Source: an optimization exercise on an open RTL-to-GDS flow (aim: small area, a short achievable clock period and few clock cycles per item). Production flows keep margins and buffers that such runs may drop.
RTL that was checked went through simulation tests only; none was proved equivalent to the original.
Power is estimated from default activity; no workload was simulated.

==> flow/design.v (excerpt) <==
module segment_address_translation_core (
    input  logic                         i_clk,
    input  logic                         i_rst_n,
    input  logic                         i_cfg_valid,
    output logic                         o_cfg_ready,
    input  logic [sat_pkg::DATA_W-1:0]   i_cfg_data,
    input  logic                         i_valid,
    output logic                         o_ready,
    input  logic                         i_action,
    input  logic [sat_pkg::DATA_W-1:0]   i_logical_address,
    input  logic [sat_pkg::DATA_W-1:0]   i_byte_count,
    input  logic [sat_pkg::SLOT_W-1:0]   i_entry_slot,
    input  logic [sat_pkg::ID_W-1:0]     i_entry_id,
    input  logic [sat_pkg::DATA_W-1:0]   i_entry_base,
    input  logic [sat_pkg::DATA_W-1:0]   i_entry_size,
    input  logic                         i_entry_valid,
    output logic                         o_valid,
    input  logic                         i_ready,
    output logic [sat_pkg::DATA_W-1:0]   o_physical_address,
    output logic                         o_fault,
    output logic [sat_pkg::DATA_W-1:0]   o_segment_number,
    output logic [sat_pkg::DATA_W-1:0]   o_offset
);
    localparam logic [16:0] RP = sat_pkg::DIV_REGPOS;
    localparam logic [16:0] CP = sat_pkg::DIV_COPYPOS;
    logic        adv;
    logic        in_fire;
    logic        div_busy;
    logic [15:0] r_max_seg;
    logic [15:0] r_div;
    logic [16:1] r_hz;
    logic        r_dpend;
    logic        r_out_valid;
    logic [15:0] r_out_phys;
  ...
Size: roughly 4200 cells after synthesis, about 1600 flip-flops, about 150 I/O pins, roughly 66000 um^2 of cells after synthesis.
Settings: LEC_CHECK=0, CAP_MARGIN=20, CORE_MARGIN=2, CORE_UTILIZATION=40, CTS_BUF_LIST=sky130_fd_sc_hd__clkbuf_8, SETUP_SLACK_MARGIN=2.3, SLEW_MARGIN=20; clock period 5.0 ns.
run.sh (not shown) runs the stock make flow with config.mk's settings and CLKGATE_MAP_FILE= SYNTH_SCRIPT=/design/flow/synth_recipe.tcl, a recipe that flattens the netlist after the stock synthesis.
Testbench counts at the start, summed over its fixed seeds: cycles 4,928, items 4,800.
Edit:
CTS_BUF_LIST = default   (was sky130_fd_sc_hd__clkbuf_8)
Fmax rises by 1.7%.
Via count falls by 2.2%.
Total power rises by 2.7%.
Clock power rises by about 10%.
Clock skew falls by 0.063 ns.
Edit:
CORE_UTILIZATION = 55   (was 40)
CTS_BUF_LIST = sky130_fd_sc_hd__clkbuf_4 sky130_fd_sc_hd__clkbuf_8   (was default)
SETUP_SLACK_MARGIN = 1.9   (was 2.3)
The changed run finished clean; routed wire length shrinks by about 3%; synthesized area is unchanged; global-route usage grows by 6.2 points; core utilization grows by 15 points; register-to-register slack hardly moves; cell area shrinks by about 5%; power shrinks by about 5%; sequential cell count does not change.
Edit:
CORE_UTILIZATION = 40   (was 55)
Outcome:
- critical path depth is unchanged
- cell area is higher slightly
- utilization is lower by 17 points
- clock power is higher by a few percent
- via count hardly moves
- hold slack gets better by 0.0038 ns
- wire length barely changes
- maximum frequency is higher slightly


segment_address_translation_core, a different RTL version from the one above (not shown whole).
Size in the first run: ~4000 cells after synthesis, roughly 1600 flip-flops, about 150 I/O pins, roughly 64000 µm² of cells after synthesis.
==> flow/design.v (excerpt) <==
module segment_address_translation_core (
    input  logic                         i_clk,
    input  logic                         i_rst_n,
    input  logic                         i_cfg_valid,
    output logic                         o_cfg_ready,
    input  logic [sat_pkg::DATA_W-1:0]   i_cfg_data,
    input  logic                         i_valid,
    output logic                         o_ready,
    input  logic                         i_action,
    input  logic [sat_pkg::DATA_W-1:0]   i_logical_address,
    input  logic [sat_pkg::DATA_W-1:0]   i_byte_count,
    input  logic [sat_pkg::SLOT_W-1:0]   i_entry_slot,
    input  logic [sat_pkg::ID_W-1:0]     i_entry_id,
    input  logic [sat_pkg::DATA_W-1:0]   i_entry_base,
    input  logic [sat_pkg::DATA_W-1:0]   i_entry_size,
    input  logic                         i_entry_valid,
    output logic                         o_valid,
    input  logic                         i_ready,
    output logic [sat_pkg::DATA_W-1:0]   o_physical_address,
    output logic                         o_fault,
    output logic [sat_pkg::DATA_W-1:0]   o_segment_number,
    output logic [sat_pkg::DATA_W-1:0]   o_offset
);
Settings: LEC_CHECK=0, CAP_MARGIN=20, CORE_MARGIN=2, CORE_UTILIZATION=55, CTS_BUF_LIST=sky130_fd_sc_hd__clkbuf_8 sky130_fd_sc_hd__clkbuf_16, CTS_CLUSTER_DIAMETER=90, CTS_CLUSTER_SIZE=28, SETUP_SLACK_MARGIN=2.1, SLEW_MARGIN=20; clock period 5.0 ns.
Testbench counts at the start, summed over its fixed seeds: cycles 4,936, items 4,800.
Next try:
--- a/flow/config.mk
+++ b/flow/config.mk
@@ -11,4 +11,2 @@
-export CTS_BUF_LIST = sky130_fd_sc_hd__clkbuf_8 sky130_fd_sc_hd__clkbuf_16
-export CTS_CLUSTER_DIAMETER = 90
-export CTS_CLUSTER_SIZE = 28
-export SETUP_SLACK_MARGIN = 2.1
+export CTS_BUF_LIST = sky130_fd_sc_hd__clkbuf_4 sky130_fd_sc_hd__clkbuf_8
+export SETUP_SLACK_MARGIN = 2.2
What happened:
- clock power grows by well over a third
- synthesized area does not change
- design area grows by a few percent
- routed wire length grows by a few percent
- global-route usage grows by 0.72 points
- worst setup slack improves by 39 ps
- fmax grows slightly
- flip-flop and latch count stays the same
- cell count grows by a few percent
- clock-buffer cell count grows by 323
Next try:
--- a/flow/config.mk
+++ b/flow/config.mk
@@ -11,2 +11,4 @@
-export CTS_BUF_LIST = sky130_fd_sc_hd__clkbuf_4 sky130_fd_sc_hd__clkbuf_8
-export SETUP_SLACK_MARGIN = 2.2
+export CTS_BUF_LIST = sky130_fd_sc_hd__clkbuf_8 sky130_fd_sc_hd__clkbuf_16
+export CTS_CLUSTER_DIAMETER = 80
+export CTS_CLUSTER_SIZE = 24
+export SETUP_SLACK_MARGIN = 2.4
Result: The new run finished with timing, DRC and antenna clean; synthesized area does not change; worst setup slack degrades by 30 ps; first-iteration DRC count drops by 1.7%.
Next try:
--- a/flow/config.mk
+++ b/flow/config.mk
@@ -11,4 +11,2 @@
-export CTS_BUF_LIST = sky130_fd_sc_hd__clkbuf_8 sky130_fd_sc_hd__clkbuf_16
-export CTS_CLUSTER_DIAMETER = 80
-export CTS_CLUSTER_SIZE = 24
-export SETUP_SLACK_MARGIN = 2.4
+export CTS_BUF_LIST = sky130_fd_sc_hd__clkbuf_4 sky130_fd_sc_hd__clkbuf_8
+export SETUP_SLACK_MARGIN = 1.9
What happened: Clock power grows by 54%. Die area is unchanged. Global-route usage stays flat. Final area barely changes. Critical path depth grows by 2. Fmax shrinks by 1.7%. Routed wire length shrinks by 1.4%. Total power grows by 11%. Synthesized area does not change. Setup slack loses 52 ps.


segment_address_translation_core, a different RTL version from the one above (not shown whole).
For scale: roughly 1200 flip-flops, about 150 I/O pins, ~52000 µm² of cells after synthesis.
export LEC_CHECK = 0
export ABC_CLOCK_PERIOD_IN_PS = 3000
export CAP_MARGIN = 20
export CORE_MARGIN = 2
export CORE_UTILIZATION = 40
export SETUP_SLACK_MARGIN = 2.0
export SLEW_MARGIN = 20
create_clock -name core_clock -period 5.0 [get_ports {i_clk}]
Then changed:
--- a/flow/config.mk
+++ b/flow/config.mk
@@ -6,8 +6,6 @@
 export NUM_CORES = 4
 export LEC_CHECK = 0
-export ABC_CLOCK_PERIOD_IN_PS = 3000
 export CAP_MARGIN = 20
 export CORE_MARGIN = 2
 export CORE_UTILIZATION = 40
-export SETUP_SLACK_MARGIN = 2.0
 export SLEW_MARGIN = 20
What happened: The new run finished with timing, DRC and antenna clean. Cell area came out lower by 6.4%. Clock power barely changes. Clock-buffer cell count drops by 5. Setup slack loses 0.097 ns. Die area stays the same. Routed wire length goes down by 6.3%. Cell count shrinks by 3.8%. Utilization fell by 3.2 points. Critical path depth decreases by 2. Fmax went down by 2.1%.
No run of this note included a check of the RTL's function; only the layout flow was run.


RTL: one of the versions met above, not the one the previous note started from.
Size: roughly 1600 flip-flops, roughly 64000 sq um of cells after synthesis.
make LEC_CHECK=0 CAP_MARGIN=20 CORE_MARGIN=2 CORE_UTILIZATION=55 CTS_BUF_LIST='sky130_fd_sc_hd__clkbuf_8 sky130_fd_sc_hd__clkbuf_16' CTS_CLUSTER_DIAMETER=80 CTS_CLUSTER_SIZE=24 PLACE_DENSITY=0.75 SETUP_SLACK_MARGIN=2.2 SLEW_MARGIN=20 finish   # period 5.0 ns
Testbench counts at the start, summed over its fixed seeds: cycles 4,936, items 4,800.
==> next run, changes <==
Settings changed: PLACE_DENSITY 0.75 to not set.
Routed wire length grows by 6.3%.
Maximum frequency goes up by 0.92%.
Sequential share of layout area shrinks by 0.26 points.


quartz:
segment_address_translation_core again, from the RTL that the note above started with.
clock: 5.0 ns
lec_check: 0
cap_margin: 20
core_margin: 2
core_utilization: 55
cts_buf_list: sky130_fd_sc_hd__clkbuf_8 sky130_fd_sc_hd__clkbuf_16
cts_cluster_diameter: 80
cts_cluster_size: 24
setup_slack_margin: 2.2
slew_margin: 20
tns_end_percent: 20
Testbench counts of quartz, summed over its fixed seeds: cycles 4,936, items 4,800.
Input-level comparison between delta and quartz:
Settings: TNS_END_PERCENT: 20 -> unset; CORE_UTILIZATION: 55 -> 65.
==> comparison <==
- delta: all stages complete, timing, DRC and antenna checks passed
- Of the two values seen for origin of the worst setup path, g_node[14].g_reg.r_R[1]$_DFFE_PN_ was produced by quartz and g_node[14].g_reg.r_R[2]$_DFFE_PN_ by delta.
- Sort quartz and delta by area of the core region, descending, and quartz comes first.
- Re growth of design area from synthesis to finish: quartz was lower than delta.
- Comparing quartz and delta, the lower time the final worst path needs with I/O delays and setup is on quartz.
- Path length in cells of the critical path in delta vs quartz: down 1
Changes in ember relative to delta:
Settings: CTS_CLUSTER_SIZE changed from 24 to 30; CTS_CLUSTER_DIAMETER changed from 80 to 100; CORE_UTILIZATION changed from 65 to 55.
[summary]
- Looking at clock skew across both flows, ember is the weaker of the two, with delta ahead.
- Buffers plus inverters on the worst setup path on ember is up relative to delta.
- ember vs delta: worst setup slack up
- Non-clock buffer area fraction after layout: ember vs delta down 0.40 points


segment_address_translation_core, a different RTL version from the one above (not shown whole).
Size in the first run: ~64000 um2 of cells after synthesis.
==> flow/config.mk <==
export PLATFORM = sky130hd
export DESIGN_NAME = segment_address_translation_core
export DESIGN_NICKNAME = segment_address_translation_core
export VERILOG_FILES = /design/flow/design.v
export SDC_FILE = /design/flow/constraint.sdc
export NUM_CORES = 4
export LEC_CHECK = 0
export CAP_MARGIN = 20
export CORE_MARGIN = 2
export CORE_UTILIZATION = 55
export CTS_BUF_LIST = sky130_fd_sc_hd__clkbuf_8 sky130_fd_sc_hd__clkbuf_16
export CTS_CLUSTER_DIAMETER = 80
export CTS_CLUSTER_SIZE = 24
export GPL_ROUTABILITY_DRIVEN = 0
export SETUP_SLACK_MARGIN = 2.2
export SLEW_MARGIN = 20
==> flow/constraint.sdc <==
create_clock -name core_clock -period 5.0 [get_ports {i_clk}]
set_input_delay 1.0000 -clock core_clock [delete_from_list [all_inputs] [get_ports {i_clk}]]
set_output_delay 1.0000 -clock core_clock [all_outputs]
set_load 0.01 [all_outputs]
Testbench counts at the start, summed over its fixed seeds: cycles 4,936, items 4,800.
Change:
Settings changed: CTS_CLUSTER_DIAMETER 80 to 90, CTS_CLUSTER_SIZE 24 to 28, GPL_ROUTABILITY_DRIVEN 0 to unset.
Result: Worst setup slack loses 0.075 ns. Hold slack stays flat. Sequential power hardly moves. Clock power decreases by about 8%. Die area is unchanged. Clock-buffer cell count decreases by 15.
Change:
Settings changed: CELL_PAD_IN_SITES_DETAIL_PLACEMENT set to 0, CELL_PAD_IN_SITES_GLOBAL_PLACEMENT set to 0, CTS_CLUSTER_DIAMETER 90 to 80, CTS_CLUSTER_SIZE 28 to 24.
After rerunning: The new run finished with timing, DRC and antenna clean. Clock skew falls by 0.0044 ns. Worst hold slack hardly moves. Wire length came out higher slightly. Worst setup slack is better by 0.075 ns. Clock-buffer cell count climbs by 15. Cell count rises slightly. Fmax rises by a few percent. Cell area grows slightly. Core utilization increases by 0.40 points. Sequential cell count stays the same. Combinational power hardly moves.


segment_address_translation_core again, from the RTL that the note above started with.
==> flow/design.v (excerpt) <==
module segment_address_translation_core (
    input  logic                         i_clk,
    input  logic                         i_rst_n,
    input  logic                         i_cfg_valid,
    output logic                         o_cfg_ready,
    input  logic [sat_pkg::DATA_W-1:0]   i_cfg_data,
    input  logic                         i_valid,
    output logic                         o_ready,
    input  logic                         i_action,
    input  logic [sat_pkg::DATA_W-1:0]   i_logical_address,
    input  logic [sat_pkg::DATA_W-1:0]   i_byte_count,
    input  logic [sat_pkg::SLOT_W-1:0]   i_entry_slot,
    input  logic [sat_pkg::ID_W-1:0]     i_entry_id,
    input  logic [sat_pkg::DATA_W-1:0]   i_entry_base,
    input  logic [sat_pkg::DATA_W-1:0]   i_entry_size,
    input  logic                         i_entry_valid,
    output logic                         o_valid,
    input  logic                         i_ready,
    output logic [sat_pkg::DATA_W-1:0]   o_physical_address,
    output logic                         o_fault,
    output logic [sat_pkg::DATA_W-1:0]   o_segment_number,
    output logic [sat_pkg::DATA_W-1:0]   o_offset
);
export LEC_CHECK = 0
export CAP_MARGIN = 20
export CORE_MARGIN = 2
export CORE_UTILIZATION = 55
export CTS_BUF_LIST = sky130_fd_sc_hd__clkbuf_8 sky130_fd_sc_hd__clkbuf_16
export CTS_CLUSTER_DIAMETER = 80
export CTS_CLUSTER_SIZE = 24
export SETUP_SLACK_MARGIN = 2.3
export SLEW_MARGIN = 20
create_clock -name core_clock -period 5.0 [get_ports {i_clk}]
Testbench counts at the start, summed over its fixed seeds: cycles 4,936, items 4,800.
==> next run, changes <==
- SETUP_SLACK_MARGIN: 2.3 -> 2.4
The changed run completed without violations.
Power rose by about 0.5%.
Global-route usage rose by 0.20 points.
Sequential power barely changes.
Cell area rose by 1.1%.


## north
Starting RTL as in the previous note.
Settings: LEC_CHECK=0, CAP_MARGIN=20, CORE_MARGIN=2, CORE_UTILIZATION=55, CTS_BUF_LIST=sky130_fd_sc_hd__clkbuf_8 sky130_fd_sc_hd__clkbuf_16, CTS_CLUSTER_DIAMETER=80, CTS_CLUSTER_SIZE=24, SETUP_SLACK_MARGIN=2.2, SLEW_MARGIN=20; clock period 5.0 ns.
No stage failed in north, and the final checks on the layout all came back clean.
Testbench counts of north, summed over its fixed seeds: cycles 4,936, items 4,800.
Changes in middle relative to north:
Settings: changing SETUP_SLACK_MARGIN from 2.2 to 2.6.
--- outcome ---
Diff north -> middle: final worst-path cycle share fell by 1.0 points, setup slack after layout rose by 0.051 ns, number of iterations in the first detailed-routing pass rose by 2, number of inverters outside the clock class in the layout rose by 0.54%.
Relative to north, utilization after layout has gone up in middle.
In middle relative to north, number of buffers added for setup after CTS had gone up by more than 100%.
Fmax: middle higher than north
middle vs. north: net count of the finished layout grew by about 4.5%, sequential power held, non-clock buffer count +203.

-- separate check: timing with driven ports --
No port has a modelled driver above. Below, the same layouts with a new extraction and two added sets of constraints.
Step 1, drivers: a clkbuf_16 drives i_clk and a buf_2 each remaining input, both assumed.
Step 2 adds t to the input delays and takes it off the output delays; t is the mean of the earliest and latest rising clock arrival at the registers after step 1. Input paths then give back, and output paths get back, about the clock's delay inside the block.
Slacks: ideal ports / drivers / drivers and shift; pairs: ideal ports / drivers.
| run | t, ns | setup slack, ns | worst hold slack (ns) |
|---|---|---|---|
| the first run of note 1 | 1.037 | 1.791 / 1.791 / 1.411 | 0.344 / 0.344 / 0.344 |
| the second run of note 1 | 0.848 | 1.846 / 1.846 / 1.423 | 0.349 / 0.349 / 0.349 |
| the third run of note 1 | 0.995 | 1.833 / 1.833 / 0.946 | 0.316 / 0.316 / 0.316 |
| the fourth run of note 1 | 1.006 | 1.844 / 1.844 / 1.167 | 0.320 / 0.320 / 0.320 |
| the first run of note 2 | 0.741 | 1.987 / 1.987 / 1.407 | 0.354 / 0.354 / 0.354 |
| the second run of note 2 | 1.004 | 2.025 / 2.025 / 1.114 | 0.314 / 0.314 / 0.314 |
| the third run of note 2 | 0.746 | 1.995 / 1.995 / 1.388 | 0.351 / 0.351 / 0.351 |
| the fourth run of note 2 | 1.012 | 1.943 / 1.943 / 1.051 | 0.316 / 0.316 / 0.316 |
| the first run of note 3 | 0.810 | 0.483 / 0.483 / 0.483 | 0.405 / 0.405 / 0.405 |
| the second run of note 3 | 0.812 | 0.385 / 0.385 / 0.385 | 0.407 / 0.407 / 0.407 |
| the first run of note 4 | 0.747 | 2.011 / 2.011 / 1.309 | 0.341 / 0.341 / 0.341 |
| the second run of note 4 | 0.740 | 2.039 / 2.039 / 1.387 | 0.352 / 0.352 / 0.352 |
| quartz | 0.740 | 2.038 / 2.038 / 1.387 | 0.351 / 0.351 / 0.351 |
| delta | 0.742 | 2.028 / 2.028 / 1.359 | 0.348 / 0.348 / 0.348 |
| ember | 0.784 | 2.049 / 2.049 / 1.317 | 0.352 / 0.352 / 0.352 |
| the first run of note 6 | 0.754 | 2.256 / 2.253 / 1.551 | 0.355 / 0.355 / 0.355 |
| the second run of note 6 | 0.739 | 2.181 / 2.181 / 1.547 | 0.356 / 0.356 / 0.356 |
| the third run of note 6 | 0.754 | 2.256 / 2.253 / 1.551 | 0.355 / 0.355 / 0.355 |
| the first run of note 7 | 0.756 | 2.300 / 2.310 / 1.589 | 0.347 / 0.347 / 0.347 |
| the second run of note 7 | 0.754 | 2.299 / 2.299 / 1.597 | 0.346 / 0.346 / 0.346 |
| north | 0.754 | 2.256 / 2.253 / 1.551 | 0.355 / 0.355 / 0.355 |
| middle | 0.756 | 2.307 / 2.339 / 1.596 | 0.346 / 0.346 / 0.346 |
After both steps setup and hold are still met in every run listed. The setup slack of the second run of note 2, which loses most, moves by 0.000 ns with the drivers and by -0.911 ns with both steps.
